From an optimization exercise on the open Yosys and OpenROAD flow, aimed at small area, a short achievable clock period and few clock cycles; shortcuts taken in it are not production practice.
Function was checked by simulation only, so behaviour that the tests miss may differ from the original.
No activity file was given, so power comes from the tool's default toggle rates.

## flow/design.v

```verilog
`timescale 1ns / 1ps
package rmtp_pkg;
  localparam int MaxTasksDef = 16;
  localparam int CfgDataW = 5;
  localparam int CfgIdxW  = 1;
  localparam logic [CfgIdxW-1:0] REG_TASK_COUNT = 1'd0;
  localparam logic [CfgIdxW-1:0] REG_IDLE_TASK  = 1'd1;
  localparam logic [2:0] OP_LOAD     = 3'd0;
  localparam logic [2:0] OP_TICK     = 3'd1;
  localparam logic [2:0] OP_SET      = 3'd2;
  localparam logic [2:0] OP_WAKE_REQ = 3'd3;
  localparam logic [2:0] OP_WAIT_REQ = 3'd4;
  localparam logic [1:0] ST_OTHER   = 2'd0;
  localparam logic [1:0] ST_READY   = 2'd1;
  localparam logic [1:0] ST_RUNNING = 2'd2;
  localparam logic [1:0] ST_WAIT    = 2'd3;
  typedef struct packed {
    logic [2:0]  opcode;
    logic [3:0]  task_index;
    logic [15:0] period;
    logic [15:0] deadline;
    logic [1:0]  new_state;
    logic [15:0] wait_ticks;
    logic [3:0]  current_task;
    logic [31:0] now;
  } in_item_t;
  typedef struct packed {
    logic [3:0] chosen_idx;
    logic       is_idle;
  } out_item_t;
  typedef enum logic [2:0] {
    STEP_NONE,
    STEP_CHG_RD,
    STEP_CHG_WR,
    STEP_SCAN,
    STEP_POST
  } step_e;
  typedef struct packed {
    logic  take;
    step_e step;
  } cmd_t;
  typedef struct packed {
    logic scan_done;
    logic out_free;
  } status_t;
endpackage
`timescale 1ns / 1ps
module rmtp_ctrl (
  input  logic       clk_i,
  input  logic       rst_ni,
  input  logic       in_valid_i,
  input  logic [2:0] in_opcode_i,
  output logic       in_stall_o,
  output logic       take_o,
  input  logic       out_stall_i,
  output logic       out_valid_o
);
  logic out_vld_q;
  assign in_stall_o  = out_vld_q;
  assign take_o      = in_valid_i && !out_vld_q;
  assign out_valid_o = out_vld_q;
  always_ff @(posedge clk_i or negedge rst_ni) begin
    if (!rst_ni) begin
      out_vld_q <= 1'b0;
    end else if (take_o && in_opcode_i == rmtp_pkg::OP_TICK) begin
      out_vld_q <= 1'b1;
    end else if (!out_stall_i) begin
      out_vld_q <= 1'b0;
    end
  end
endmodule
`timescale 1ns / 1ps
module rmtp_pick (
  input  logic [15:0]        rdy_i,
  input  logic [15:0][15:0]  le_i,
  input  logic [3:0]         idle_i,
  output rmtp_pkg::out_item_t pick_o
);
  logic [15:0] win;
  logic [3:0]  idx;
  always_comb begin
    for (int i = 0; i < 16; i++) begin
      win[i] = rdy_i[i];
      for (int j = 0; j < 16; j++) begin
        if (j < i) begin
          win[i] = win[i] && (!rdy_i[j] || !le_i[j][i]);
        end else if (j > i) begin
          win[i] = win[i] && (!rdy_i[j] || le_i[i][j]);
        end
      end
    end
    idx = '0;
    for (int i = 0; i < 16; i++) begin
      if (win[i]) begin
        idx = idx | 4'(i);
      end
    end
    pick_o.chosen_idx = (|rdy_i) ? idx : idle_i;
    pick_o.is_idle    = !(|rdy_i);
  end
endmodule
module rmtp_dpath (
  input  logic                              clk_i,
  input  logic                              rst_ni,
  input  logic                              take_i,
  input  rmtp_pkg::in_item_t                in_data_i,
  output rmtp_pkg::out_item_t               out_data_o,
  input  logic                              cfg_we_i,
  input  logic [rmtp_pkg::CfgIdxW-1:0]      cfg_idx_i,
  input  logic [rmtp_pkg::CfgDataW-1:0]     cfg_wdata_i
);
  localparam int N = 16;
  logic [31:0] r_sum_q;
  logic [3:0]  rwr_idx_q;
  logic        rwr_en_q;
  logic [N-1:0][15:0] per_q, dl_q, qt_q, tmr_q;
  logic [N-1:0][31:0] rel_q;
  logic [N-1:0][1:0]  st_q;
  logic [N-1:0]       wake_q, wait_q;
  logic [N-1:0][N-1:0] le_q;
  logic [4:0]          task_count_q;
  logic [3:0]          idle_task_q;
  logic            is_load, is_tick, is_set, is_wake, is_wait;
  logic [N-1:0]    ksel, csel, act, run_ok, base;
  logic [3:0]      cur;
  logic            chg_en, refill, sum_le;
  logic [15:0]     q_cur, p_cur, q_dec;
  logic [31:0]     r_cur, r_sum;
  logic [N-1:0]    p_lt, p_eq;
  rmtp_pkg::out_item_t pick_wo, pick_w;
  assign is_load = take_i && in_data_i.opcode == rmtp_pkg::OP_LOAD;
  assign is_tick = take_i && in_data_i.opcode == rmtp_pkg::OP_TICK;
  assign is_set  = take_i && in_data_i.opcode == rmtp_pkg::OP_SET;
  assign is_wake = take_i && in_data_i.opcode == rmtp_pkg::OP_WAKE_REQ;
  assign is_wait = take_i && in_data_i.opcode == rmtp_pkg::OP_WAIT_REQ;
  assign cur     = in_data_i.current_task;
  assign chg_en  = is_tick && cur != idle_task_q;
  logic        w_cur;
  always_comb begin
    q_cur = '0;
    p_cur = '0;
    r_cur = '0;
    w_cur = 1'b0;
    for (int i = 0; i < N; i++) begin
      q_cur = q_cur | (qt_q[i] & {16{csel[i]}});
      p_cur = p_cur | (per_q[i] & {16{csel[i]}});
      r_cur = r_cur | (rel_q[i] & {32{csel[i]}});
      w_cur = w_cur | (wait_q[i] & csel[i]);
    end
  end
  assign q_dec  = q_cur - 16'd1;
  logic [15:0] d_cur, qt_d;
  logic [31:0] rel_d;
  always_comb begin
    d_cur = '0;
    for (int i = 0; i < N; i++) begin
      d_cur = d_cur | (dl_q[i] & {16{csel[i]}});
    end
  end
  assign qt_d  = is_load ? in_data_i.deadline : (refill ? d_cur : q_dec);
  assign rel_d = rwr_en_q ? r_sum_q : 32'd1;
  assign refill = (q_cur == 16'd1) || w_cur;
  assign r_sum  = r_cur + 32'(p_cur);
  logic [33:0] cs_a, cs_b, cs_c, cs_s, cs_y, cs_x;
  logic [34:0] cs_t;
  logic        r_cy;
  always_comb begin
    cs_a   = {2'b00, in_data_i.now};
    cs_b   = ~{2'b00, r_cur};
    cs_c   = ~{18'd0, p_cur};
    cs_s   = cs_a ^ cs_b ^ cs_c;
    cs_y   = {(cs_a[32:0] & cs_b[32:0]) | (cs_a[32:0] & cs_c[32:0]) | (cs_b[32:0] & cs_c[32:0]), 1'b1};
    cs_t   = {cs_s, 1'b1} + {cs_y, 1'b1};
    cs_x   = cs_t[34:1];
    r_cy   = 1'((({1'b0, r_cur} + 33'(p_cur)) >> 32));
    sum_le = r_cy ? !(cs_x[33] && !cs_x[32]) : !cs_x[33];
  end
  always_comb begin
    for (int i = 0; i < N; i++) begin
      ksel[i] = in_data_i.task_index == 4'(i);
      csel[i] = cur == 4'(i);
      act[i]  = (task_count_q[4] || task_count_q[3:0] > 4'(i)) && idle_task_q != 4'(i);
      p_lt[i] = per_q[i] < in_data_i.period;
      p_eq[i] = per_q[i] == in_data_i.period;
    end
  end
  for (genvar i = 0; i < N; i++) begin : g_ent
    logic [1:0]  st_nx;
    logic [15:0] tmr_nx;
    logic        wk_hit, tm_dec;
    always_comb begin
      wk_hit = st_q[i] == rmtp_pkg::ST_WAIT && wake_q[i];
      tm_dec = st_q[i] == rmtp_pkg::ST_WAIT && !wake_q[i] && tmr_q[i] != 16'd0;
      st_nx  = st_q[i];
      tmr_nx = tmr_q[i];
      if (wk_hit || (tm_dec && tmr_q[i] == 16'd1)) begin
        st_nx = rmtp_pkg::ST_READY;
      end
      if (tm_dec) begin
        tmr_nx = tmr_q[i] - 16'd1;
      end
    end
    assign run_ok[i] = act[i] && (st_nx == rmtp_pkg::ST_READY || st_nx == rmtp_pkg::ST_RUNNING);
    assign base[i]   = run_ok[i] && rel_q[i] <= in_data_i.now;
    always_ff @(posedge clk_i) begin
      if (is_load && ksel[i]) begin
        per_q[i] <= in_data_i.period;
        dl_q[i]  <= in_data_i.deadline;
      end
      if ((is_load && ksel[i]) || (chg_en && csel[i])) begin
        qt_q[i] <= qt_d;
      end
      if ((is_load && ksel[i]) || (rwr_en_q && rwr_idx_q == 4'(i))) begin
        rel_q[i] <= rel_d;
      end
      if (is_set && ksel[i]) begin
        tmr_q[i] <= in_data_i.wait_ticks;
      end else if (is_tick && act[i]) begin
        tmr_q[i] <= tmr_nx;
      end
    end
    always_ff @(posedge clk_i or negedge rst_ni) begin
      if (!rst_ni) begin
        st_q[i]   <= rmtp_pkg::ST_OTHER;
        wake_q[i] <= 1'b0;
        wait_q[i] <= 1'b0;
      end else begin
        if (is_set && ksel[i]) begin
          st_q[i] <= in_data_i.new_state;
        end else if (is_tick && act[i]) begin
          st_q[i] <= st_nx;
        end
        if (is_wake && ksel[i]) begin
          wake_q[i] <= 1'b1;
        end else if (is_tick && act[i] && wk_hit) begin
          wake_q[i] <= 1'b0;
        end
        if (is_wait && ksel[i]) begin
          wait_q[i] <= 1'b1;
        end else if (chg_en && csel[i] && refill) begin
          wait_q[i] <= 1'b0;
        end
      end
    end
    for (genvar j = i + 1; j < N; j++) begin : g_ord
      always_ff @(posedge clk_i) begin
        if (is_load && ksel[i]) begin
          le_q[i][j] <= !p_lt[j];
        end else if (is_load && ksel[j]) begin
          le_q[i][j] <= p_lt[i] || p_eq[i];
        end
      end
    end
  end
  logic ok_le1, ok_le0;
  assign ok_le1 = (chg_en && refill) ? |(run_ok & csel) : |(base & csel);
  assign ok_le0 = (chg_en && refill) ? 1'b0 : |(base & csel);
  rmtp_pick u_pick_wo (
    .rdy_i  (base & ~csel),
    .le_i   (le_q),
    .idle_i (idle_task_q),
    .pick_o (pick_wo)
  );
  rmtp_pick u_pick_w (
    .rdy_i  (base | csel),
    .le_i   (le_q),
    .idle_i (idle_task_q),
    .pick_o (pick_w)
  );
  always_ff @(posedge clk_i) begin
    r_sum_q   <= r_sum;
    rwr_idx_q <= cur;
  end
  always_ff @(posedge clk_i or negedge rst_ni) begin
    if (!rst_ni) begin
      rwr_en_q <= 1'b0;
    end else begin
      rwr_en_q <= chg_en && refill;
    end
  end
  rmtp_pkg::out_item_t pick_w_q, pick_wo_q;
  logic                ok_le1_q, ok_le0_q, sum_le_q;
  always_ff @(posedge clk_i) begin
    if (is_tick) begin
      pick_w_q  <= pick_w;
      pick_wo_q <= pick_wo;
      ok_le1_q  <= ok_le1;
      ok_le0_q  <= ok_le0;
      sum_le_q  <= sum_le;
    end
  end
  always_ff @(posedge clk_i or negedge rst_ni) begin
    if (!rst_ni) begin
      task_count_q <= '0;
      idle_task_q  <= '0;
    end else if (cfg_we_i) begin
      if (cfg_idx_i == rmtp_pkg::REG_TASK_COUNT) begin
        task_count_q <= cfg_wdata_i;
      end else begin
        idle_task_q <= cfg_wdata_i[3:0];
      end
    end
  end
  assign out_data_o = (sum_le_q ? ok_le1_q : ok_le0_q) ? pick_w_q : pick_wo_q;
endmodule
`timescale 1ns / 1ps
module rate_monotonic_task_picker #(
  parameter int MAX_TASKS = rmtp_pkg::MaxTasksDef
) (
  input  logic                          clk_i,
  input  logic                          rst_ni,
  input  logic                          in_valid_i,
  output logic                          in_stall_o,
  input  logic [92:0]                   in_data_i,
  output logic                          out_valid_o,
  input  logic                          out_stall_i,
  output logic [4:0]                    out_data_o,
  input  logic                          cfg_we_i,
  input  logic [0:0]                    cfg_idx_i,
  input  logic [4:0]                    cfg_wdata_i
);
  rmtp_pkg::in_item_t  in_item;
  rmtp_pkg::out_item_t out_item;
  logic                take;
  assign in_item    = rmtp_pkg::in_item_t'(in_data_i);
  assign out_data_o = out_item;
  rmtp_ctrl u_ctrl (
    .clk_i       (clk_i),
    .rst_ni      (rst_ni),
    .in_valid_i  (in_valid_i),
    .in_opcode_i (in_item.opcode),
    .in_stall_o  (in_stall_o),
    .take_o      (take),
    .out_stall_i (out_stall_i),
    .out_valid_o (out_valid_o)
  );
  rmtp_dpath u_dpath (
    .clk_i       (clk_i),
    .rst_ni      (rst_ni),
    .take_i      (take),
    .in_data_i   (in_item),
    .out_data_o  (out_item),
    .cfg_we_i    (cfg_we_i),
    .cfg_idx_i   (cfg_idx_i),
    .cfg_wdata_i (cfg_wdata_i)
  );
endmodule
```

## flow/flow/run.sh

```bash
#!/bin/bash
# The standard layout (standard.sh), with two changes to how it is made:
# timing repair may resize a cell to one of another footprint, and the port
# buffers are buf_4 cells.
set -euo pipefail
bash standard.sh MATCH_CELL_FOOTPRINT=0 "BUFFER_PORTS_ARGS=-buffer_cell sky130_fd_sc_hd__buf_4" finish > standard.log 2>&1
```

## flow/standard.sh

```bash
#!/bin/bash
# synth_recipe.tcl (not shown) runs the flow's synth.tcl, then flattens the netlist and writes it again
# the make line also repeats each setting of config.mk as NAME=value (left out here)
make -C /OpenROAD-flow-scripts/flow DESIGN_CONFIG=/design/flow/config.mk WORK_HOME=/design/flow/orfs CLKGATE_MAP_FILE= SYNTH_SCRIPT=/design/flow/synth_recipe.tcl "${@:-finish}"
```

## flow/config.mk

```make
export PLATFORM = sky130hd
export DESIGN_NAME = rate_monotonic_task_picker
export DESIGN_NICKNAME = rate_monotonic_task_picker
export VERILOG_FILES = /design/flow/design.v
export SDC_FILE = /design/flow/constraint.sdc
export NUM_CORES = 4
export LEC_CHECK = 0
export CAP_MARGIN = 20
export CORE_MARGIN = 2
export CORE_UTILIZATION = 45
export CTS_CLUSTER_DIAMETER = 70
export CTS_CLUSTER_SIZE = 25
export PLACE_DENSITY = 0.62
export SETUP_SLACK_MARGIN = 5
export SLEW_MARGIN = 20
export TNS_END_PERCENT = 5
```

## flow/constraint.sdc

```tcl
create_clock -name core_clock -period 10.0 [get_ports {clk_i}]
set_input_delay 2.0000 -clock core_clock [delete_from_list [all_inputs] [get_ports {clk_i}]]
set_output_delay 2.0000 -clock core_clock [all_outputs]
set_load 0.01 [all_outputs]
```

==> results of run 1 <==
worst max path at each step:
stage / endpoint / depth (start not counted) / slack (ns)
floorplan: u_dpath.sum_le_q / 26 / 3.47
global placement: u_dpath.sum_le_q / 19 / 1.95
detailed placement: u_dpath.sum_le_q / 19 / 1.75
CTS: u_dpath.sum_le_q / 21 / 4.52
global route: u_dpath.sum_le_q / 20 / 4.41
finish: u_dpath.sum_le_q / 20 / 4.46
synth_stat cells (18+ instances only):
cell and number:
a211oi_1 67, a21o_1 111, a21oi_1 338, a221oi_1 119
a22o_1 102, a22oi_1 431, a31oi_1 29, and2_1 57
and3_1 22, buf_1 47, buf_2 46, clkbuf_1 258
dfrtp_1 75, dfxtp_1 36, edfxtp_1 1669, ha_1 871
inv_1 275, mux2_2 42, mux2i_1 18, nand2_1 772
nand2b_1 42, nand3_1 207, nand4_1 213, nor2_1 316
nor2b_1 94, nor3_1 151, nor4_1 124, o211ai_1 42
o21a_1 65, o21ai_0 617, o221ai_1 24, o22ai_1 57
o31a_1 18, o32ai_1 19, or2_2 26, or3_1 28
or4_1 44, xnor2_1 185, xor2_1 57
power by group:
part | internal [W] | switching (W) | total, W
sequential | 0.00824 | 0.0000797 | 0.00832
combinational | 0.000916 | 0.00162 | 0.00254
clock | 0.00283 | 0.00316 | 0.00599
total | 0.0120 | 0.00486 | 0.0168
logic make-up (layout without fill, tap and decap cells):
logic type	after synthesis	count (layout)	share of synthesized area
AOI/OAI and AO/OA	2279	2279	0.160
and+or+nand+nor	2203	2210	0.115
DFF	1780	1780	0.550
adders and majority gates	888	888	0.117
buffers and inverters	649	1185	0.0273
xor gates and xnor gates	242	242	0.0221
muxes	66	66	0.00811
other	1	3	0.0000391
layout make-up:
| class | count | area, µm² |
|---|---|---|
| inverter | 278 | 1100 |
| clock buffer | 148 | 3510 |
| sequential | 1780 | 52700 |
| antenna | 2 | 5.00 |
| clock inverter | 94 | 1170 |
| multi-input combinational | 5686 | 43800 |
| timing repair buffer | 665 | 6500 |
| fill | 18200 | 99600 |
| tap | 2821 | 3530 |
per-stage QoR:
| step | utilization | instances | total power, W | setup WS, ns | hold WS, ns |
|---|---|---|---|---|---|
| CTS | 0.514 | 11300 | 0.0166 | 4.52 | 0.505 |
| global placement | 0.477 | 10900 | 0.0105 | 1.95 | 0.480 |
| finish | 0.530 | 11500 | 0.0168 | 4.46 | 0.506 |
| detailed placement | 0.477 | 10900 | 0.0105 | 1.75 | 0.488 |
| global route | 0.530 | 11500 | 0.0172 | 4.41 | 0.541 |
| floorplan | - | 8108 | 0.00964 | 3.47 | 0.457 |
registers in the layout (all words and copies together), names as in the netlist, 16 cells and up:
| name | count |
|---|---|
| u_dpath.wake_q | 16 |
| u_dpath.per_q | 256 |
| u_dpath.rel_q | 512 |
| u_dpath.le_q | 120 |
| u_dpath.st_q | 32 |
| u_dpath.wait_q | 16 |
| u_dpath.dl_q | 256 |
| u_dpath.tmr_q | 256 |
| u_dpath.qt_q | 256 |
| u_dpath.r_sum_q | 32 |
worst max-delay path: cells and delay by family:
kind            cells  cell delay, ns
compound gates      9            2.23
simple gates        5            0.63
fa+ha+maj           3            0.84
buf+inv             3            0.40
per-layer routing:
layer | vias up | GRT usage | wire length, µm
met2 | 5592 | 0.548 | 177000
met4 | 20 | 0.225 | 31700
met5 | - | 0 | 290
met1 | 38600 | 0.481 | 153000
li1 | 32600 | - | -
met3 | 1417 | 0.0976 | 51200
repair_timing:
action / CTS / global route
setup buffers: 130 / 175
cloned: 26 / 8
gates resized for setup: 308 / 350
setup endpoints to repair: 353 / 345
pin swaps: 69 / 144
hold buffers: 0 / 0
==> results by group, run 1 <==
Critical path
  • WP data arrival: 6.14 ns
  • CP startpoint: in_data_i[32]
  • Crit path cell chain: buf_16 > buf_16 > and2_4 > a221oi_1 > nor2_1 > a2111oi_4 > inv_2 > ha_4 > fa_2 > a21o_1 > a21oi_2 > o21a_1 > nor3_2 > a41o_1 > o41ai_4 > o21ai_2 > o21ai_2 > nand2b_4 > and4_4 > maj3_2
  • Worst reg-to-reg setup slack: 5.09 ns
  • CP max stage cell: a2111oi_4
  • RR Endpoint: u_dpath.pick_wo_q[1]
  • CP required: 10.60 ns
  • Crit Path Max Fanout: 12
  • Endpoint class of the critical path: flip-flop
  • R2R depth: 13
  • R2r startpoint: u_dpath.tmr_q[25]
  • Crit path launch type: primary input
  • Max incr delay on CP: 0.52 ns
  • Critical path class: in2reg

Global route
  • Initial antenna violation count: 18
  • Grt ovf: 0
  • Number of global-route vias before repair: 73500
  • Pin count of the biggest net entering global routing: 66
  • All-Layer GR Usage: 0.368
  • First-pass GRT wire length: 568000 µm

Cells and area
  • Share of cells above drive strength 1: 0.169
  • Commonest non-fill, non-tap cell in the layout: edfxtp_1
  • Cell area after layout: 112000 µm²
  • Syn-to-layout area delta: 17.2%
  • Fin nets: 9536
  • Most frequent cells in the layout: 1669 x edfxtp_1, 848 x ha_1, 759 x nand2_1

Timing
  • Clk_skew: 0.0605 ns
  • Max Freq: 180 MHz
  • Max Slew Vio Count: 0
  • Tightest Pin Transition: 1.23 ns
  • Hold Fails Final Rpt: 0
  • RSZ-0062 raised after global routing: yes
  • Setup violators final: 0
  • Max-slew headroom: 0.177
  • Tcrit/Tclk final: 0.554
  • Fin Setup TNS: 0 ns
  • Final Critical Period: 5.54 ns

CTS
  • TritonCTS buffer count: 134
  • CTS Root Cell: clkbuf_16
  • H-tree Lvls: 4
  • Clock Latency Late Sink: 0.85 ns
  • Clk sinks: 1780
  • Clock transition at the registers of the reported paths: 0.08 ns
  • Clk buf depth: 3
  • CTS tree: yes

Min path
  • Hold Crit Start: u_dpath.wait_q[14]
  • Hold Crit Depth: 2
  • WHS Endpoint: u_dpath.wait_q[14]
  • Worst min path class: reg2reg

Floorplanning
  • Die ar.: 217000 µm²
  • Die X: 465 µm
  • Io pins: 111
  • Die Y: 465 µm
  • Core box area: 212000 µm²
  • # rows: 169
  • Starting Density: 0.452

Synth
  • Largest area contributor in the netlist: edfxtp_1
  • Yosys top cell area share: 0.523
  • Avg Cell Area, Syn: 11.8 µm²
  • Post-synth ARST share: 0.0421
  • Mapped Cells: 8108
  • Ranking of synthesized cells by area: edfxtp_1 52%, ha_1 11%, a22oi_1 3.4%, o21ai_0 3.2%, nand2_1 3.0%
  • Main synth FF type: edfxtp_1
  • Flops & latches, synth: 1780
  • Syn nets: 9099
  • Netlist cell types: 109
  • Post-synth EDFFs: 1669
  • Synth Cell Area: 95800 µm²
  • Yosys warns: 3
  • Seq/Total Area, Yosys: 0.550

Place
  • PortBufs: 110
  • GPL Wtd Cong: 1.06
  • Post-DP HPWL: 272000 µm
  • Placed instance area: 101000 µm²

Power
  • Worst vdd ir: 0.000217 V
  • Leak Pwr: 39.8 nW
  • Power Dens Cells: 150 nW/µm²

Drt
  • Initial drt markers: 12200
  • Vias: 78200
  • Vias/cell: 6.82
  • Number of nets with antenna violations after detailed routing: 0
  • First-pass detailed-route iteration total: 9
  • Remaining DRCs: 0
  • Final WL: 414000 µm
  • WL/cell: 36.1 µm

Run
  • MaxCap Viol Count: 0

Status
  • Status: timing/DRC/antenna clean
Testbench counts, summed over its fixed seeds: cycles 8,596.
==> inputs of run 2 (changes only) <==
--- a/flow/design.v
+++ b/flow/design.v
@@ -111,7 +111,8 @@
 );
   localparam int N = 16;
-  logic [31:0] r_sum_q;
-  logic [3:0]  rwr_idx_q;
-  logic        rwr_en_q;
+  logic [31:0] r_cur_q;
+  logic [15:0] p_cur_q, qt_new_q;
+  logic [3:0]  cwr_idx_q;
+  logic        cwr_en_q, rwr_en_q;
   logic [N-1:0][15:0] per_q, dl_q, qt_q, tmr_q;
   logic [N-1:0][31:0] rel_q;
@@ -126,5 +127,5 @@
   logic            chg_en, refill, sum_le;
   logic [15:0]     q_cur, p_cur, q_dec;
-  logic [31:0]     r_cur, r_sum;
+  logic [31:0]     r_cur;
   logic [N-1:0]    p_lt, p_eq;
   rmtp_pkg::out_item_t pick_wo, pick_w;
@@ -158,8 +159,7 @@
     end
   end
-  assign qt_d  = is_load ? in_data_i.deadline : (refill ? d_cur : q_dec);
-  assign rel_d = rwr_en_q ? r_sum_q : 32'd1;
+  assign qt_d  = cwr_en_q ? qt_new_q : in_data_i.deadline;
+  assign rel_d = rwr_en_q ? r_cur_q + 32'(p_cur_q) : 32'd1;
   assign refill = (q_cur == 16'd1) || w_cur;
-  assign r_sum  = r_cur + 32'(p_cur);
   logic [33:0] cs_a, cs_b, cs_c, cs_s, cs_y, cs_x;
   logic [34:0] cs_t;
@@ -208,8 +208,8 @@
         dl_q[i]  <= in_data_i.deadline;
       end
-      if ((is_load && ksel[i]) || (chg_en && csel[i])) begin
+      if ((is_load && ksel[i]) || (cwr_en_q && cwr_idx_q == 4'(i))) begin
         qt_q[i] <= qt_d;
       end
-      if ((is_load && ksel[i]) || (rwr_en_q && rwr_idx_q == 4'(i))) begin
+      if ((is_load && ksel[i]) || (rwr_en_q && cwr_idx_q == 4'(i))) begin
         rel_q[i] <= rel_d;
       end
@@ -269,11 +269,15 @@
   );
   always_ff @(posedge clk_i) begin
-    r_sum_q   <= r_sum;
-    rwr_idx_q <= cur;
+    r_cur_q   <= r_cur;
+    p_cur_q   <= p_cur;
+    qt_new_q  <= refill ? d_cur : q_dec;
+    cwr_idx_q <= cur;
   end
   always_ff @(posedge clk_i or negedge rst_ni) begin
     if (!rst_ni) begin
+      cwr_en_q <= 1'b0;
       rwr_en_q <= 1'b0;
     end else begin
+      cwr_en_q <= chg_en;
       rwr_en_q <= chg_en && refill;
     end
==> run 2 against run 1 <==
Effect of this change:
- flip-flop and latch count up 33
- sequential share of layout area up 0.77 points
- sequential power up 1%
- combinational power down 11%
- die area up 0.37%
- total power down 0.96%
- final cell count down 0.42%
- first-iteration DRC count down 0.31%
- utilization down 0.31 points
- clock skew down 0.0091 ns
- synthesized cell count down 0.74%
==> results by group, run 2 <==
Synth
  • Ranking of synthesized cells by area: edfxtp_1 52%, ha_1 12%, o21ai_0 3.2%, a22oi_1 2.9%, nand2_1 2.9%
  • Yosys warns: 3 (unchanged)
  • Largest area contributor in the netlist: edfxtp_1
  • Main synth FF type: edfxtp_1
  • Avg Cell Area, Syn: 11.9 µm² (+1.1%)
  • Post-synth ARST share: 0.0419 (-0.000215)
  • Mapped Cells: 8048 (-0.74%)
  • Syn nets: 9053 (-0.51%)
  • Seq/Total Area, Yosys: 0.555 (+0.00489)
  • Yosys top cell area share: 0.521 (-0.00193)
  • Flops & latches, synth: 1813 (+1.9%)
  • Netlist cell types: 101 (-7.3%)
  • Commonest cells post-synth: 1669 x edfxtp_1, 885 x ha_1, 740 x nand2_1
  • Post-synth EDFFs: 1669 (unchanged)
  • Synth Cell Area: 96200 µm² (+0.37%)
  • Count leader, synth: edfxtp_1

Critical path
  • Worst reg-to-reg setup slack: 4.80 ns (-0.29 ns)
  • CP startpoint: in_data_i[33]
  • CP endpoint: u_dpath.sum_le_q
  • R2R depth: 12 (-1)
  • CP max stage cell: or4_4
  • Crit path launch type: primary input
  • CP bufs+invs: 5 (+2)
  • Critical path class: in2reg
  • Crit Path Max Fanout: 7 (-5)
  • Endpoint class of the critical path: flip-flop
  • CP required: 10.58 ns (-0.02 ns)
  • Crit-path leading delay family: compound AO/OA/AOI/OAI gates
  • WP data arrival: 6.13 ns (about the same)
  • Max incr delay on CP: 0.54 ns (+0.02 ns)
  • Crit. path cell count: 19 (-5.0%)
  • R2r startpoint: u_dpath.p_cur_q[0]
  • Crit path cell chain: buf_16 > and4bb_4 > buf_8 > buf_12 > buf_6 > a22o_1 > a221o_1 > or4_4 > inv_2 > fa_1 > ha_4 > a21o_1 > a21oi_2 > nor2b_2 > o41ai_4 > a21oi_2 > a211oi_4 > o21ai_1 > maj3_2
  • CP most frequent cell: a21oi_2
  • RR Endpoint: u_dpath.rel_q[244]

Status
  • Status: timing/DRC/antenna clean

Place
  • Dpl ws: 1.64 ns (-0.108 ns)
  • Post-DP HPWL: 258000 µm (-5.1%)
  • PortBufs: 110 (unchanged)
  • GPL Wtd Cong: 1.06 (+0.14%)

Cells and area
  • Most frequent cells in the layout: 1669 x edfxtp_1, 865 x ha_1, 731 x nand2_1
  • Top reg by flops: u_dpath.rel_q
  • # fillers: 18000 (-0.72%)
  • Syn-to-layout area delta: 16.4%
  • Share of cells above drive strength 1: 0.158 (-0.0106)
  • Max reg flops: 512 (unchanged)
  • Fin nets: 9493 (-0.45%)
  • Commonest non-fill, non-tap cell in the layout: edfxtp_1

Drt
  • Final WL: 398000 µm (-3.9%)
  • WL/cell: 34.8 µm (-3.5%)
  • First-pass detailed-route iteration total: 8 (-1)
  • Remaining DRCs: 0 (unchanged)
  • Number of nets with antenna violations after detailed routing: 0 (unchanged)
  • Vias: 77500 (-0.89%)
  • Vias/cell: 6.79 (-0.47%)
  • Initial drt markers: 12200 (-0.31%)

Global route
  • Number of global-route vias before repair: 73300 (-0.36%)
  • Grt ovf: 0 (unchanged)
  • Pin count of the biggest net entering global routing: 74 (+12%)
  • First-pass GRT wire length: 550000 µm (-3.1%)
  • All-Layer GR Usage: 0.354 (-0.0149)
  • Initial antenna violation count: 17 (-1)

Floorplanning
  • Die X: 466 µm (+0.18%)
  • Die ar.: 217000 µm² (+0.37%)
  • Core box area: 212000 µm² (+0.20%)
  • Die Y: 466 µm (+0.18%)
  • Io pins: 111 (unchanged)
  • # rows: 169 (unchanged)
  • Starting Density: 0.453 (+0.000773)

CTS
  • Clock Latency Late Sink: 0.86 ns (about the same)
  • H-tree Lvls: 4 (unchanged)
  • Clk sinks: 1813 (+1.9%)
  • CTS tree: yes
  • CTS Root Cell: clkbuf_16
  • Clock transition at the registers of the reported paths: 0.07 ns (about the same)
  • TritonCTS buffer count: 131 (-2.2%)
  • Clk buf depth: 3 (unchanged)

Power
  • Power Dens Cells: 149 nW/µm² (-0.59%)
  • Worst vdd ir: 0.000199 V (-8.4%)
  • Leak Pwr: 39.7 nW (-0.26%)

Timing
  • Tightest Pin Transition: 1.23 ns (-0.00771 ns)
  • Max Freq: 180 MHz (-0.22%)
  • Hold Fails Final Rpt: 0 (unchanged)
  • Clk_skew: 0.0515 ns (-0.00907 ns)
  • Max Slew Vio Count: 0 (unchanged)
  • Setup violators final: 0 (unchanged)
  • RSZ-0062 raised after global routing: yes
  • Post-route setup slack: 4.45 ns (-0.0122 ns)
  • Tcrit/Tclk final: 0.555 (+0.00122)
  • Fin Setup TNS: 0 ns (unchanged)
  • Max-slew headroom: 0.176 (-0.00151)
  • Final Critical Period: 5.55 ns (+0.0122 ns)

Run
  • MaxCap Viol Count: 0 (unchanged)

Min path
  • Hold Crit Start: u_dpath.wait_q[10]
  • Worst min path class: reg2reg
-- run 2: changes by cell type in the layout (fill, tap and decap cells not counted), moves of 28 or more --
cell	delta
a221o_1	+47
a22o_1	+50
a22oi_1	-46
dfxtp_1	+32
nand2_1	-28
nand3_1	-37
-- run 2: layer usage --
layer  up-vias  global-route usage  routed length [µm]
met2      5449               0.526              170000
met3      1157              0.0912               49600
met5         -                   0                 115
met4        16               0.167               22200
met1     38400               0.483              156000
li1      32500                   -                   -
-- run 2: layout make-up --
class,count,area (µm²),share of cell area
Clock buffer,149,3450,0.0308
Clock inverter,92,1270,0.0114
Inverter,279,1160,0.0104
Sequential cell,1813,53400,0.477
Antenna cell,9,22.5,0.000201
Tap cell,2821,3530,0.0315
Timing Repair Buffer,649,6120,0.0547
Multi-Input combinational cell,5614,43000,0.384
-- run 2: what timing repair did --
action,in CTS,in global routing
hold buffers,0,0
gates resized for setup,282,197
hold endpoints to repair,0,0
setup endpoints to repair,76,142
pin swaps,92,96
setup buffers,235,93
cloned,24,10
-- run 2: cells by family after synthesis --
group           share of synthesized area
compound gates                      0.160
xor+xnor                           0.0220
fa+ha+maj                           0.119
buf+inv                            0.0261
flops                               0.555
mux                               0.00815
other cells                     0.0000390
simple gates                        0.110
-- run 2: through the flow --
step / cells / cell area [µm²] / power [W] / hold WS, ns / utilization
floorplan: 8048 / 96600 / 0.00959 / 0.461 / -
global placement: 10800 / 101000 / 0.0104 / 0.483 / 0.477
detailed placement: 10800 / 101000 / 0.0104 / 0.485 / 0.477
CTS: 11300 / 110000 / 0.0165 / 0.500 / 0.518
global route: 11400 / 112000 / 0.0171 / 0.538 / 0.527
finish: 11400 / 112000 / 0.0167 / 0.500 / 0.527
-- run 2: worst register-to-register path: cells and delay by family, from the launching register on --
family	cells	cell delay, ns
simple gates	2	1.00
fa+ha+maj	2	0.71
xor+xnor	1	0.14
flops	1	0.31
compound gates	7	2.70
-- run 2: worst min-delay path by stage --
stage                          to  slack, ns  cells after the start
6_report       u_dpath.wait_q[10]       0.50                      2
5_1_grt        u_dpath.wait_q[10]       0.54                      2
4_1_cts        u_dpath.wait_q[10]       0.50                      2
3_5_place_dp   u_dpath.wait_q[10]       0.48                      2
3_3_place_gp   u_dpath.wait_q[10]       0.48                      2
2_1_floorplan   u_dpath.wait_q[8]       0.46                      2
-- run 2: report_power, final --
group / internal (W) / switching (W)
Sequential: 0.00832 / 0.0000794
Clock: 0.00291 / 0.00313
Combinational: 0.000817 / 0.00143
Total: 0.0120 / 0.00464
Testbench counts of run 2, summed over its fixed seeds: cycles 8,596.
==> inputs of run 3 (changes only) <==
--- a/flow/config.mk
+++ b/flow/config.mk
@@ -8,8 +8,8 @@
 export CAP_MARGIN = 20
 export CORE_MARGIN = 2
-export CORE_UTILIZATION = 45
+export CORE_UTILIZATION = 40
 export CTS_CLUSTER_DIAMETER = 70
 export CTS_CLUSTER_SIZE = 25
-export PLACE_DENSITY = 0.62
+export PLACE_DENSITY = 0.6
 export SETUP_SLACK_MARGIN = 5
 export SLEW_MARGIN = 20
==> run 3 against run 2 <==
Effect of this change:
- final cell count up 3.4%
- critical endpoint unchanged
- highest routed layer unchanged
- critical path depth down 5
- design area up 1.1%
- die area up 12%
==> results by group, run 3 <==
Power
  • Int Pwr: 0.0121 W (+0.11%)
  • Sw frac: 0.281 (+0.00327)
  • Combinational Power Share: 0.136 (about the same)
  • Pwr Total: 0.0168 W (+0.57%)
  • Worst vdd ir: 0.000194 V (-2.4%)
  • Power Dens Cells: 148 nW/µm² (-0.50%)
  • Leak Pwr: 39.9 nW (+0.72%)
  • Net Sw Power: 0.00472 W (+1.7%)
  • Sequential share of power: 0.501 (-0.002)
  • Clock power share: 0.364 (+0.002)

CTS
  • TritonCTS buffer count: 131 (unchanged)
  • Clock Latency Late Sink: 0.86 ns (about the same)
  • CTS tree: yes
  • Clk sinks: 1813 (unchanged)
  • CTS Root Cell: clkbuf_16
  • Clock transition at the registers of the reported paths: 0.08 ns (about the same)
  • CTS Hold Bufs: 0 (unchanged)
  • Clk buf depth: 3 (unchanged)
  • H-tree Lvls: 4 (unchanged)

Timing
  • Max-slew headroom: 0.183 (+0.00720)
  • Setup violators final: 0 (unchanged)
  • Tcrit/Tclk final: 0.589 (+0.0336)
  • RSZ-0062 raised after global routing: yes
  • Final Critical Period: 5.89 ns (+0.336 ns)
  • Post-route setup slack: 4.11 ns (-0.336 ns)
  • Tightest Pin Transition: 1.22 ns (-0.00519 ns)
  • Clk_skew: 0.0653 ns (+0.0138 ns)
  • Max Slew Vio Count: 0 (unchanged)
  • Fin Setup TNS: 0 ns (unchanged)
  • Hold Fails Final Rpt: 0 (unchanged)
  • Max Freq: 170 MHz (-5.7%)
  • WHS: 0.520 ns (+0.0203 ns)

Synth
  • Mux cell area share after synthesis: 0.00815 (unchanged)
  • Post-synth ARST share: 0.0419 (unchanged)
  • Adder-cell share of the synthesized area: 0.119 (unchanged)
  • Synth Area in Simple Gates: 0.110 (unchanged)
  • Yosys warns: 3 (unchanged)
  • Mapped Cells: 8048 (unchanged)
  • Seq/Total Area, Yosys: 0.555 (unchanged)
  • Post-synth EDFFs: 1669 (unchanged)
  • Largest area contributor in the netlist: edfxtp_1
  • Avg Cell Area, Syn: 11.9 µm² (unchanged)
  • Netlist cell types: 101 (unchanged)
  • Flops & latches, synth: 1813 (unchanged)
  • Synth Cell Area: 96200 µm² (unchanged)
  • Yosys top cell area share: 0.521 (unchanged)
  • Largest family of logic cells by synthesized area: compound AO/OA/AOI/OAI gates
  • Count leader, synth: edfxtp_1
  • Synth Area in XOR/XNOR: 0.0220 (unchanged)
  • Main synth FF type: edfxtp_1
  • Syn nets: 9053 (unchanged)
  • Commonest cells post-synth: 1669 x edfxtp_1, 885 x ha_1, 740 x nand2_1
  • Ranking of synthesized cells by area: edfxtp_1 52%, ha_1 12%, o21ai_0 3.2%, a22oi_1 2.9%, nand2_1 2.9%
  • Synth Area in Compound Gates: 0.160 (unchanged)

Floorplanning
  • Io pins: 111 (unchanged)
  • Core box area: 239000 µm² (+12%)
  • # rows: 179 (+5.9%)
  • Die ar.: 244000 µm² (+12%)
  • Starting Density: 0.403 (-0.0498)
  • Die X: 494 µm (+6.0%)
  • Die Y: 494 µm (+6.0%)

Global route
  • Initial antenna violation count: 19 (+2)
  • Number of global-route vias before repair: 73400 (+0.26%)
  • Pin count of the biggest net entering global routing: 61 (-18%)
  • All-Layer GR Usage: 0.322 (-0.0317)
  • First-pass GRT wire length: 561000 µm (+2.1%)
  • Grt ovf: 0 (unchanged)

Cells and area
  • Top reg by flops: u_dpath.rel_q
  • Max reg flops: 512 (unchanged)
  • Syn-to-layout area delta: 17.6%
  • Share of cells above drive strength 1: 0.168 (+0.00949)
  • Fin nets: 9534 (+0.43%)
  • Commonest non-fill, non-tap cell in the layout: edfxtp_1
  • Most frequent cells in the layout: 1669 x edfxtp_1, 853 x ha_1, 730 x nand2_1
  • # fillers: 21200 (+18%)

Min path
  • WHS Endpoint: u_dpath.wake_q[2]
  • Hold Crit Start: u_dpath.wake_q[2]
  • Worst min path class: reg2reg
  • Hold Crit Depth: 2 (unchanged)

Drt
  • Number of nets with antenna violations after detailed routing: 0 (unchanged)
  • First-pass detailed-route iteration total: 10 (+2)
  • Final WL: 408000 µm (+2.7%)
  • Vias: 77600 (+0.080%)
  • WL/cell: 34.6 µm (-0.69%)
  • Vias/cell: 6.57 (-3.2%)
  • Initial drt markers: 11500 (-6.0%)
  • Remaining DRCs: 0 (unchanged)

Place
  • GPL Wtd Cong: 1.02 (-3.9%)
  • Post-DP HPWL: 272000 µm (+5.2%)
  • PortBufs: 110 (unchanged)
  • Dpl ws: 1.90 ns (+0.261 ns)

Critical path
  • Crit path launch type: primary input
  • Worst reg-to-reg setup slack: 4.86 ns (+0.06 ns)
  • R2R depth: 14 (+2)
  • Endpoint class of the critical path: flip-flop
  • RR Endpoint: u_dpath.rel_q[22]
  • Crit Path Max Fanout: 33 (+26)
  • WP data arrival: 6.49 ns (+0.36 ns)
  • Critical path class: in2reg
  • CP required: 10.60 ns (+0.02 ns)
  • R2r startpoint: u_dpath.p_cur_q[0]

Status
  • Status: timing/DRC/antenna clean

Run
  • MaxCap Viol Count: 0 (unchanged)
## run 3: critical path: stages
cell,delay (ns)
buf_12,0.22
and4bb_4,0.35
buf_4,0.20
buf_4,0.21
a22o_1,0.24
a221o_1,0.26
or4_1,0.70
ha_1,0.40
a21o_1,0.19
a21o_1,0.18
a21oi_1,0.41
nand4_1,0.36
and3_1,0.39
maj3_2,0.34
## run 3: metal layers
| metal | share of wire | wire (µm) | track usage | vias to the layer above |
|---|---|---|---|---|
| li1 | - | - | - | 32500 |
| met1 | 0.40 | 163000 | 0.437 | 38900 |
| met2 | 0.43 | 176000 | 0.482 | 5103 |
| met3 | 0.12 | 48000 | 0.0865 | 1064 |
| met4 | 0.052 | 21400 | 0.140 | 16 |
| met5 | 0.00035 | 141 | 0 | - |
## run 3: area by class of cell
cell class | count | area [µm²] | share of cell area
inverter | 279 | 1150 | 0.0102
clock buffer | 152 | 3430 | 0.0303
antenna | 8 | 20.0 | 0.000177
clock inverter | 92 | 1360 | 0.0120
tap | 3167 | 3960 | 0.0350
sequential | 1813 | 53400 | 0.472
timing repair inverter | 1 | 5.00 | 0.0000443
timing repair buffer | 691 | 6390 | 0.0565
multi-input combinational | 5612 | 43400 | 0.384
## run 3: through the flow
step | std cells | instance area (µm²) | util
global placement | 11200 | 102000 | 0.427
CTS | 11600 | 110000 | 0.461
finish | 11800 | 113000 | 0.474
floorplan | 8048 | 96600 | -
global route | 11800 | 113000 | 0.474
detailed placement | 11200 | 102000 | 0.427
## run 3: power by group through the flow
stage / Combinational, W / Clock [W] / Sequential, W
final: 0.00228 / 0.00610 / 0.00840
after global routing: 0.00239 / 0.00640 / 0.00841
after CTS: 0.00204 / 0.00615 / 0.00839
after detailed placement: 0.00186 / 0 / 0.00857
after global placement: 0.00185 / 0 / 0.00856
after floorplan: 0.00106 / 0 / 0.00853
## run 3: cells by family after synthesis
logic type,Yosys count
other cells,1
simple gates,2115
fa+ha+maj,903
xor+xnor,241
compound gates,2274
flops,1813
mux,70
buf+inv,631
## run 3: worst max-delay path by stage
| stage | start | endpoint | slack (ns) | depth (start not counted) |
|---|---|---|---|---|
| after floorplan | in_data_i[35] | u_dpath.sum_le_q | 3.66 | 23 |
| final | in_data_i[34] | u_dpath.sum_le_q | 4.11 | 14 |
| after detailed placement | in_data_i[34] | u_dpath.sum_le_q | 1.90 | 17 |
| after global routing | in_data_i[33] | u_dpath.sum_le_q | 4.21 | 21 |
| after global placement | in_data_i[35] | u_dpath.sum_le_q | 1.89 | 15 |
| after CTS | in_data_i[33] | u_dpath.sum_le_q | 4.35 | 21 |
## run 3: repair_timing
item / in CTS / in global routing
setup buffers: 199 / 166
pin swaps: 67 / 153
hold endpoints to repair: 0 / 0
gates cloned: 14 / 6
gates resized for setup: 258 / 293
endpoints found under the setup margin: 96 / 267
==> inputs of run 4 (changes only) <==
--- a/flow/config.mk
+++ b/flow/config.mk
@@ -8,8 +8,8 @@
 export CAP_MARGIN = 20
 export CORE_MARGIN = 2
-export CORE_UTILIZATION = 40
+export CORE_UTILIZATION = 50
 export CTS_CLUSTER_DIAMETER = 70
 export CTS_CLUSTER_SIZE = 25
-export PLACE_DENSITY = 0.6
+export PLACE_DENSITY = 0.65
 export SETUP_SLACK_MARGIN = 5
 export SLEW_MARGIN = 20
==> run 4 against run 3 <==
Effect of this change:
- setup slack better by 0.16 ns
- global-route usage up 7.6 points
- utilization up 11 points
- non-clock buffer count down 98
- clock skew down 0.019 ns
==> results by group, run 4 <==
Status
  • Status: timing/DRC/antenna clean

Critical path
  • R2R depth: 13 (-1)
  • Worst reg-to-reg setup slack: 4.97 ns (+0.11 ns)
  • Crit Path Max Fanout: 38 (+15%)
  • CP startpoint: in_data_i[35]
  • WP data arrival: 6.33 ns (-0.16 ns)
  • RR Endpoint: u_dpath.rel_q[310]
  • CP required: 10.60 ns (about the same)
  • R2r startpoint: u_dpath.p_cur_q[0]
  • Crit path launch type: primary input
  • Critical path class: in2reg
  • Endpoint class of the critical path: flip-flop

Cells and area
  • Most frequent cells in the layout: 1669 x edfxtp_1, 871 x ha_1, 734 x nand2_1
  • Post-Route Utilization: 0.579 (+0.105)
  • Syn-to-layout area delta: 14.8%
  • Max reg flops: 512 (unchanged)
  • Share of cells above drive strength 1: 0.148 (-0.0200)
  • Top reg by flops: u_dpath.rel_q
  • Register Area: 53400 µm² (about the same)
  • Fin nets: 9437 (-1.0%)
  • Final non-filler cell total: 11100 (-6.4%)
  • # fillers: 15500 (-27%)
  • Multi-input gate area: 42500 µm² (-2.1%)
  • Commonest non-fill, non-tap cell in the layout: edfxtp_1

Drt
  • First-pass detailed-route iteration total: 8 (-2)
  • Vias/cell: 7.01 (+6.8%)
  • Met2 Wirelength: 167000 µm (-5.3%)
  • WL met3: 52000 µm (+8.4%)
  • Highest routed layer: met5
  • Number of nets with antenna violations after detailed routing: 0 (unchanged)
  • Vias: 77500 (-0.077%)
  • Routed met1 length: 156000 µm (-4.0%)
  • Initial drt markers: 12300 (+7.6%)
  • WL/cell: 36.1 µm (+4.5%)
  • Final WL: 400000 µm (-2.2%)
  • Remaining DRCs: 0 (unchanged)

Timing
  • Hold Fails Final Rpt: 0 (unchanged)
  • Setup violators final: 0 (unchanged)
  • Final Critical Period: 5.73 ns (-0.160 ns)
  • Max-slew headroom: 0.168 (-0.0145)
  • Tightest Pin Transition: 1.24 ns (+0.0249 ns)
  • RSZ-0062 raised after global routing: yes
  • Fin Setup TNS: 0 ns (unchanged)
  • Max Slew Vio Count: 0 (unchanged)
  • Clk_skew: 0.0460 ns (-0.0193 ns)
  • Tcrit/Tclk final: 0.573 (-0.0160)
  • Max Freq: 175 MHz (+2.8%)

Place
  • PortBufs: 110 (unchanged)
  • GPL Wtd Cong: 1.08 (+6.2%)
  • Cells after DPL: 10500 (-6.0%)
  • Post-DP HPWL: 263000 µm (-3.2%)

CTS
  • TritonCTS buffer count: 133 (+1.5%)
  • Clk buf depth: 3 (unchanged)
  • H-tree Lvls: 4 (unchanged)
  • Clk sinks: 1813 (unchanged)
  • CTS Root Cell: clkbuf_16
  • CTS tree: yes
  • Clock transition at the registers of the reported paths: 0.08 ns (about the same)
  • Clock Latency Late Sink: 0.87 ns (about the same)

Power
  • Power Dens Cells: 150 nW/µm² (+1.4%)
  • Worst vdd ir: 0.000170 V (-12%)
  • Clock power share: 0.363 (about the same)
  • Net Sw Power: 0.00461 W (-2.3%)
  • Sw frac: 0.278 (-0.00366)
  • Int Pwr: 0.0120 W (-0.51%)
  • Pwr Total: 0.0166 W (-1.0%)
  • Leak Pwr: 39.2 nW (-1.9%)
  • Sequential share of power: 0.506 (+0.005)
  • Combinational Power Share: 0.131 (-0.005)

Floorplanning
  • Die ar.: 196000 µm² (-20%)
  • Core box area: 191000 µm² (-20%)
  • Die Y: 443 µm (-10%)
  • Io pins: 111 (unchanged)
  • Die X: 443 µm (-10%)
  • Starting Density: 0.505 (+0.101)
  • # rows: 160 (-11%)

Synth
  • Main synth FF type: edfxtp_1
  • Post-synth ARST share: 0.0419 (unchanged)
  • Netlist cell types: 101 (unchanged)
  • Avg Cell Area, Syn: 11.9 µm² (unchanged)
  • Synth Cell Area: 96200 µm² (unchanged)
  • Count leader, synth: edfxtp_1
  • Seq/Total Area, Yosys: 0.555 (unchanged)
  • Yosys warns: 3 (unchanged)
  • Flops & latches, synth: 1813 (unchanged)
  • Post-synth EDFFs: 1669 (unchanged)
  • Largest area contributor in the netlist: edfxtp_1
  • Commonest cells post-synth: 1669 x edfxtp_1, 885 x ha_1, 740 x nand2_1
  • Yosys top cell area share: 0.521 (unchanged)
  • Syn nets: 9053 (unchanged)
  • Ranking of synthesized cells by area: edfxtp_1 52%, ha_1 12%, o21ai_0 3.2%, a22oi_1 2.9%, nand2_1 2.9%
  • Mapped Cells: 8048 (unchanged)

Global route
  • Grt ovf: 0 (unchanged)
  • All-Layer GR Usage: 0.398 (+0.0758)
  • Initial antenna violation count: 23 (+4)
  • First-pass GRT wire length: 556000 µm (-0.98%)
  • Pin count of the biggest net entering global routing: 54 (-11%)
  • Number of global-route vias before repair: 72900 (-0.72%)

Min path
  • WHS Endpoint: u_dpath.wait_q[10]
  • Hold Crit Start: u_dpath.wait_q[10]
  • Hold Crit Depth: 2 (unchanged)
  • Worst min path class: reg2reg

Run
  • MaxCap Viol Count: 0 (unchanged)
[run 4: changes by cell type in the layout (fill, tap and decap cells not counted), moves of 14 or more]
cell	previous run	this run
ha_4	31	13
buf_4	553	484
a21oi_1	333	347
o21ai_1	40	22
o21ai_0	544	562
ha_1	853	871
buf_6	60	33
[run 4: logic make-up (layout without fill, tap and decap cells)]
family,Yosys count,after routing,share of synthesized area
compound gates,2274,2274,0.160
simple gates,2115,2123,0.110
flops,1813,1813,0.555
fa+ha+maj,903,903,0.119
buf+inv,631,1115,0.0261
xor+xnor,241,241,0.0220
mux,70,70,0.00815
other cells,1,9,0.0000390
[run 4: critical path: stages]
cell	delay, ns
buf_16	0.14
clkbuf_16	0.18
nor4b_4	0.47
buf_8	0.44
a22o_1	0.20
a221o_1	0.15
nor4_4	0.06
buf_4	0.17
fa_1	0.42
ha_1	0.32
a21o_1	0.18
a21oi_2	0.15
nor2b_2	0.08
o41ai_4	0.40
a21oi_2	0.12
a211oi_4	0.38
o21ai_2	0.09
maj3_2	0.30
[run 4: area by class of cell]
type                    count  share of cell area
diodes                      8            0.000181
clock buffers             146              0.0315
clock inverters            97              0.0110
inverters                 279              0.0103
multi-input cells        5612               0.385
flip-flops and latches   1813               0.483
well taps                2511              0.0285
repair buffers            593              0.0502
[run 4: layer usage]
metal / track usage / vias to the layer above
met5: 0 / -
met4: 0.200 / 18
met3: 0.106 / 1073
met2: 0.574 / 5661
met1: 0.553 / 38400
li1: - / 32300
[run 4: timing repair]
action                     4_1_cts  5_1_grt
setup endpoints to repair      140      177
hold buffers                     0        0
resized for setup              297       60
cloned                          25        2
setup buffers                  260       11
pin swaps                       96       26
[run 4: how the worst max path moves through the flow]
| stage | to | slack (ns) | cells past startpoint |
|---|---|---|---|
| finish | u_dpath.sum_le_q | 4.27 | 18 |
| global route | u_dpath.sum_le_q | 4.24 | 19 |
| CTS | u_dpath.sum_le_q | 4.17 | 19 |
| detailed placement | u_dpath.sum_le_q | 1.98 | 15 |
| global placement | u_dpath.sum_le_q | 2.00 | 17 |
| floorplan | u_dpath.sum_le_q | 3.66 | 23 |
[run 4: stage by stage]
stage                     setup WS (ns)  cell area [µm²]  hold WS (ns)
after floorplan                    3.66            96600         0.461
after global placement             2.00           101000         0.482
after detailed placement           1.98           101000         0.491
after CTS                          4.17           110000         0.511
after global routing               4.24           110000         0.546
final                              4.27           110000         0.512
[run 4: power groups by stage]
stage                     clock [W]  sequential (W)  combinational [W]
after floorplan                   0         0.00853            0.00106
after global placement            0         0.00857            0.00182
after detailed placement          0         0.00857            0.00184
after CTS                   0.00605         0.00840            0.00205
after global routing        0.00631         0.00841            0.00229
final                       0.00603         0.00840            0.00218
==> inputs of run 5 (changes only) <==
--- a/flow/design.v
+++ b/flow/design.v
@@ -74,28 +74,34 @@
   input  logic [15:0]        rdy_i,
   input  logic [15:0][15:0]  le_i,
-  input  logic [3:0]         idle_i,
-  output rmtp_pkg::out_item_t pick_o
+  output logic [15:0]        win_o
 );
-  logic [15:0] win;
-  logic [3:0]  idx;
   always_comb begin
     for (int i = 0; i < 16; i++) begin
-      win[i] = rdy_i[i];
+      win_o[i] = rdy_i[i];
       for (int j = 0; j < 16; j++) begin
         if (j < i) begin
-          win[i] = win[i] && (!rdy_i[j] || !le_i[j][i]);
+          win_o[i] = win_o[i] && (!rdy_i[j] || !le_i[j][i]);
         end else if (j > i) begin
-          win[i] = win[i] && (!rdy_i[j] || le_i[i][j]);
+          win_o[i] = win_o[i] && (!rdy_i[j] || le_i[i][j]);
         end
       end
     end
+  end
+endmodule
+module rmtp_enc (
+  input  logic [15:0]         win_i,
+  input  logic [3:0]          idle_i,
+  output rmtp_pkg::out_item_t pick_o
+);
+  logic [3:0] idx;
+  always_comb begin
     idx = '0;
     for (int i = 0; i < 16; i++) begin
-      if (win[i]) begin
+      if (win_i[i]) begin
         idx = idx | 4'(i);
       end
     end
-    pick_o.chosen_idx = (|rdy_i) ? idx : idle_i;
-    pick_o.is_idle    = !(|rdy_i);
+    pick_o.chosen_idx = (|win_i) ? idx : idle_i;
+    pick_o.is_idle    = !(|win_i);
   end
 endmodule
@@ -129,4 +135,5 @@
   logic [31:0]     r_cur;
   logic [N-1:0]    p_lt, p_eq;
+  logic [N-1:0]        win_wo, win_w;
   rmtp_pkg::out_item_t pick_wo, pick_w;
   assign is_load = take_i && in_data_i.opcode == rmtp_pkg::OP_LOAD;
@@ -259,12 +266,10 @@
     .rdy_i  (base & ~csel),
     .le_i   (le_q),
-    .idle_i (idle_task_q),
-    .pick_o (pick_wo)
+    .win_o  (win_wo)
   );
   rmtp_pick u_pick_w (
     .rdy_i  (base | csel),
     .le_i   (le_q),
-    .idle_i (idle_task_q),
-    .pick_o (pick_w)
+    .win_o  (win_w)
   );
   always_ff @(posedge clk_i) begin
@@ -283,10 +288,10 @@
     end
   end
-  rmtp_pkg::out_item_t pick_w_q, pick_wo_q;
+  logic [N-1:0]        win_w_q, win_wo_q;
   logic                ok_le1_q, ok_le0_q, sum_le_q;
   always_ff @(posedge clk_i) begin
     if (is_tick) begin
-      pick_w_q  <= pick_w;
-      pick_wo_q <= pick_wo;
+      win_w_q   <= win_w;
+      win_wo_q  <= win_wo;
       ok_le1_q  <= ok_le1;
       ok_le0_q  <= ok_le0;
@@ -306,5 +311,15 @@
     end
   end
-  assign out_data_o = (sum_le_q ? ok_le1_q : ok_le0_q) ? pick_w_q : pick_wo_q;
+  rmtp_enc u_enc_w (
+    .win_i  (win_w_q),
+    .idle_i (idle_task_q),
+    .pick_o (pick_w)
+  );
+  rmtp_enc u_enc_wo (
+    .win_i  (win_wo_q),
+    .idle_i (idle_task_q),
+    .pick_o (pick_wo)
+  );
+  assign out_data_o = (sum_le_q ? ok_le1_q : ok_le0_q) ? pick_w : pick_wo;
 endmodule
 `timescale 1ns / 1ps
--- a/flow/config.mk
+++ b/flow/config.mk
@@ -8,8 +8,8 @@
 export CAP_MARGIN = 20
 export CORE_MARGIN = 2
-export CORE_UTILIZATION = 50
+export CORE_UTILIZATION = 45
 export CTS_CLUSTER_DIAMETER = 70
 export CTS_CLUSTER_SIZE = 25
-export PLACE_DENSITY = 0.65
+export PLACE_DENSITY = 0.62
 export SETUP_SLACK_MARGIN = 5
 export SLEW_MARGIN = 20
==> run 5 against run 4 <==
Effect of this change:
- die area up 12%
- design area rose by 1.9%
- via count grew 3.4%
- routed wire length grew 11%
- maximum frequency decreased by 1.0%
- sequential power is 1% higher
- setup slack lost 0.058 ns
- combinational power hardly changed
- first-iteration DRC count up 8.4%
- clock skew is 0.018 ns higher
- critical endpoint unchanged
- clock power is 5.8% higher
- non-clock buffer count grew 12
==> results by group, run 5 <==
Timing
  • Max-slew headroom: 0.105 (-0.0631)
  • RSZ-0062 raised after global routing: yes
  • Max Freq: 173 MHz (-1.0%)
  • Tightest Pin Transition: 1.33 ns (+0.0850 ns)
  • Tcrit/Tclk final: 0.579 (+0.00577)
  • Final Critical Period: 5.79 ns (+0.0577 ns)
  • Clk_skew: 0.0642 ns (+0.0181 ns)
  • Hold Fails Final Rpt: 0 (unchanged)
  • Max Slew Vio Count: 0 (unchanged)
  • Fin Setup TNS: 0 ns (unchanged)
  • Setup violators final: 0 (unchanged)

Synth
  • Post-synth ARST share: 0.0414 (-0.000503)
  • Seq/Total Area, Yosys: 0.555 (about the same)
  • Netlist cell types: 93 (-7.9%)
  • Yosys top cell area share: 0.521 (about the same)
  • Syn nets: 9161 (+1.2%)
  • Post-synth EDFFs: 1691 (+1.3%)
  • Synth Cell Area: 97400 µm² (+1.3%)
  • Count leader, synth: edfxtp_1
  • Main synth FF type: edfxtp_1
  • Largest area contributor in the netlist: edfxtp_1
  • Yosys warns: 4 (+1)
  • Avg Cell Area, Syn: 11.9 µm² (-0.16%)
  • Ranking of synthesized cells by area: edfxtp_1 52%, ha_1 11%, o21ai_0 3.5%, nand2_1 2.8%, a22oi_1 2.5%
  • Commonest cells post-synth: 1691 x edfxtp_1, 882 x ha_1, 733 x nand2_1
  • Mapped Cells: 8168 (+1.5%)
  • Flops & latches, synth: 1835 (+1.2%)

Floorplanning
  • Core box area: 215000 µm² (+13%)
  • Starting Density: 0.454 (-0.0510)
  • Die X: 469 µm (+6.1%)
  • Die Y: 469 µm (+6.1%)
  • Io pins: 111 (unchanged)
  • # rows: 170 (+6.3%)
  • Die ar.: 220000 µm² (+12%)

Cells and area
  • # fillers: 18400 (+19%)
  • Register Area: 54000 µm² (+1.2%)
  • Commonest non-fill, non-tap cell in the layout: edfxtp_1
  • Post-Route Utilization: 0.524 (-0.0556)
  • Max reg flops: 512 (unchanged)
  • Most frequent cells in the layout: 1691 x edfxtp_1, 876 x ha_1, 721 x nand2_1
  • Top reg by flops: u_dpath.rel_q
  • Syn-to-layout area delta: 15.5%
  • Share of cells above drive strength 1: 0.150 (+0.00230)
  • Fin nets: 9555 (+1.3%)
  • Cell area after layout: 113000 µm² (+1.9%)
  • Multi-input gate area: 43100 µm² (+1.5%)

Power
  • Power Dens Cells: 152 nW/µm² (+1.0%)
  • Pwr Total: 0.0171 W (+2.9%)
  • Leak Pwr: 40.4 nW (+3.2%)
  • Worst vdd ir: 0.000223 V (+31%)

Critical path
  • CP required: 10.73 ns (+0.13 ns)
  • CP startpoint: in_data_i[35]
  • Endpoint class of the critical path: flip-flop
  • Critical path class: in2reg
  • CP bufs+invs: 4 (unchanged)
  • Crit path launch type: primary input
  • Crit-path leading delay family: simple AND/OR/NAND/NOR gates
  • Crit Path Max Fanout: 10 (-74%)
  • R2r startpoint: u_dpath.p_cur_q[0]
  • Max incr delay on CP: 0.63 ns (+0.16 ns)
  • CP max stage cell: nor2b_2
  • Crit path cell chain: buf_16 > buf_4 > nor2b_2 > buf_4 > a22o_1 > a222oi_1 > and3_1 > o221ai_1 > ha_1 > inv_1 > ha_1 > nand4_1 > nor2_4 > nand3_1 > a311o_1 > o2111ai_2 > maj3_2
  • WP data arrival: 6.52 ns (+0.19 ns)

Place
  • Placed instance area: 103000 µm² (+2.2%)
  • PortBufs: 110 (unchanged)
  • GPL Wtd Cong: 1.06 (-2.5%)
  • Post-DP HPWL: 304000 µm (+15%)

Drt
  • WL/cell: 38.4 µm (+6.2%)
  • Initial drt markers: 13400 (+8.4%)
  • Final WL: 442000 µm (+11%)
  • Vias/cell: 6.95 (-0.88%)
  • Vias: 80100 (+3.4%)
  • First-pass detailed-route iteration total: 9 (+1)
  • Remaining DRCs: 0 (unchanged)
  • Number of nets with antenna violations after detailed routing: 0 (unchanged)

Global route
  • Initial antenna violation count: 36 (+57%)
  • Pin count of the biggest net entering global routing: 61 (+13%)
  • All-Layer GR Usage: 0.388 (-0.00988)
  • Grt ovf: 0 (unchanged)
  • Number of global-route vias before repair: 74900 (+2.7%)
  • First-pass GRT wire length: 601000 µm (+8.2%)

CTS
  • CTS Root Cell: clkbuf_16
  • Clock Latency Late Sink: 0.88 ns (about the same)
  • TritonCTS buffer count: 142 (+6.8%)
  • Clk sinks: 1835 (+1.2%)
  • Clk buf depth: 3 (unchanged)
  • CTS tree: yes
  • H-tree Lvls: 4 (unchanged)
  • Clock transition at the registers of the reported paths: 0.08 ns (about the same)

Run
  • MaxCap Viol Count: 0 (unchanged)

Status
  • Status: timing/DRC/antenna clean

Min path
  • Worst min path class: reg2reg
  • Hold Crit Start: u_dpath.wake_q[6]
run 5: cell count changes in the layout (fill, tap and decap cells not counted), moves of 20 or more:
cell / change
a21oi_1: -81
o21ai_0: +66
a22o_1: -49
nand4_1: -45
a22oi_1: -44
nor4_1: +29
nor2_1: +28
nand3_1: +26
mux2i_1: +24
mux2_2: +23
edfxtp_1: +22
inv_1: -22
o22ai_1: +21
o221ai_1: +20
run 5: metrics by stage:
step           cells  hold slack (ns)  worst slack (ns)
6_report       11500            0.520              4.21
5_1_grt        11500            0.558              4.21
4_1_cts        11400            0.523              4.43
3_5_place_dp   11000            0.502              1.69
3_3_place_gp   11000            0.492              1.85
2_1_floorplan   8168            0.449              4.03
run 5: cell families (layout without fill, tap and decap cells):
family                     after synthesis  in the layout  share of synthesized area
adders and majority gates              892            892                      0.115
xor gates and xnor gates               255            255                     0.0229
buffers and inverters                  616           1125                     0.0246
and+or+nand+nor                       2156           2161                      0.109
other                                    0             11                          0
muxes                                  124            124                     0.0147
AOI/OAI and AO/OA                     2290           2290                      0.159
DFF                                   1835           1835                      0.555
run 5: worst reg2reg max path, cell delays in order (launching register included):
cell and delay [ns]:
dfxtp_1 0.31, ha_1 0.23, fa_1 0.46, a21o_1 0.22, a21o_1 0.22, a2111oi_0 0.71, o31ai_1 0.26, o21ba_2 0.30
a211o_1 0.28, a21oi_2 0.15, buf_4 0.34, nand2b_1 0.20, xnor2_1 0.11, and2_1 0.82
run 5: worst paths after layout:
check | to | slack, ns | depth (start not counted)
setup / recovery | u_dpath.sum_le_q | 4.21 | 17
hold / removal | u_dpath.wake_q[6] | 0.52 | 2
setup reg to reg | u_dpath.rel_q[180] | 5.03 | 13
hold reg to reg | u_dpath.wake_q[6] | 0.52 | 2
max in group asynchronous | u_dpath.st_q[30] | 7.73 | 2
min in group asynchronous | u_dpath.wake_q[4] | 1.03 | 1
run 5: power by group:
group	internal [W]	leakage [nW]	total (W)	switching, W
Combinational	0.000747	21.3	0.00221	0.00146
Clock	0.00307	2.46	0.00638	0.00331
Sequential	0.00842	16.6	0.00851	0.0000872
Total	0.0122	40.4	0.0171	0.00486
run 5: area by class of cell:
| class | count | share of cell area |
|---|---|---|
| sequential | 1835 | 0.480 |
| multi-input combinational | 5722 | 0.383 |
| timing repair buffer | 605 | 0.0497 |
| clock buffer | 167 | 0.0346 |
| tap | 2838 | 0.0316 |
| clock inverter | 97 | 0.0107 |
| inverter | 256 | 0.00942 |
| antenna | 11 | 0.000245 |
run 5: timing repair:
action | 4_1_cts | 5_1_grt
gates resized for setup | 235 | 148
setup buffers | 142 | 75
hold buffers | 0 | 0
pin swaps | 59 | 56
setup endpoints to repair | 93 | 144
cloned | 19 | 3
run 5: layer usage:
| layer | wire length (µm) | share of wire | GRT usage | up-vias |
|---|---|---|---|---|
| met5 | 612 | 0.0014 | 0.0123 | - |
| met1 | 167000 | 0.38 | 0.511 | 39700 |
| met2 | 186000 | 0.42 | 0.566 | 6111 |
| met4 | 31100 | 0.070 | 0.222 | 35 |
| li1 | - | - | - | 32900 |
| met3 | 58200 | 0.13 | 0.118 | 1377 |
Testbench counts of run 5, summed over its fixed seeds: cycles 8,596.

re-timing with driven ports:
In the flow no input, the clock included, has a driving cell. The finished layouts below were timed again as built, in two steps.
Step 1: set_driving_cell puts a clkbuf_16 on clk_i and a buf_2 on each other input, an assumption about the parent block.
Step 2 adds t to the input delays and takes it off the output delays; t is the mean of the earliest and latest rising clock arrival at the registers after step 1. Input paths then give back, and output paths get back, about the clock's delay inside the block.
Slacks: no drivers / after step 1 / after step 2; pairs: no drivers / after step 1.
run	t, ns	setup WS [ns]	worst register clock-pin slew, ns
run 1	0.922	4.458 / 4.287 / 3.364	0.10 / 0.10
run 2	0.928	4.445 / 4.224 / 3.296	0.10 / 0.10
run 3	0.935	4.109 / 4.014 / 3.079	0.10 / 0.10
run 4	0.926	4.270 / 4.206 / 3.280	0.10 / 0.10
run 5	0.941	4.212 / 3.984 / 3.044	0.10 / 0.10
After both steps every run listed still meets setup and hold. The setup slack of run 5, which loses most, moves by -0.228 ns with the drivers and by -1.168 ns with both steps.
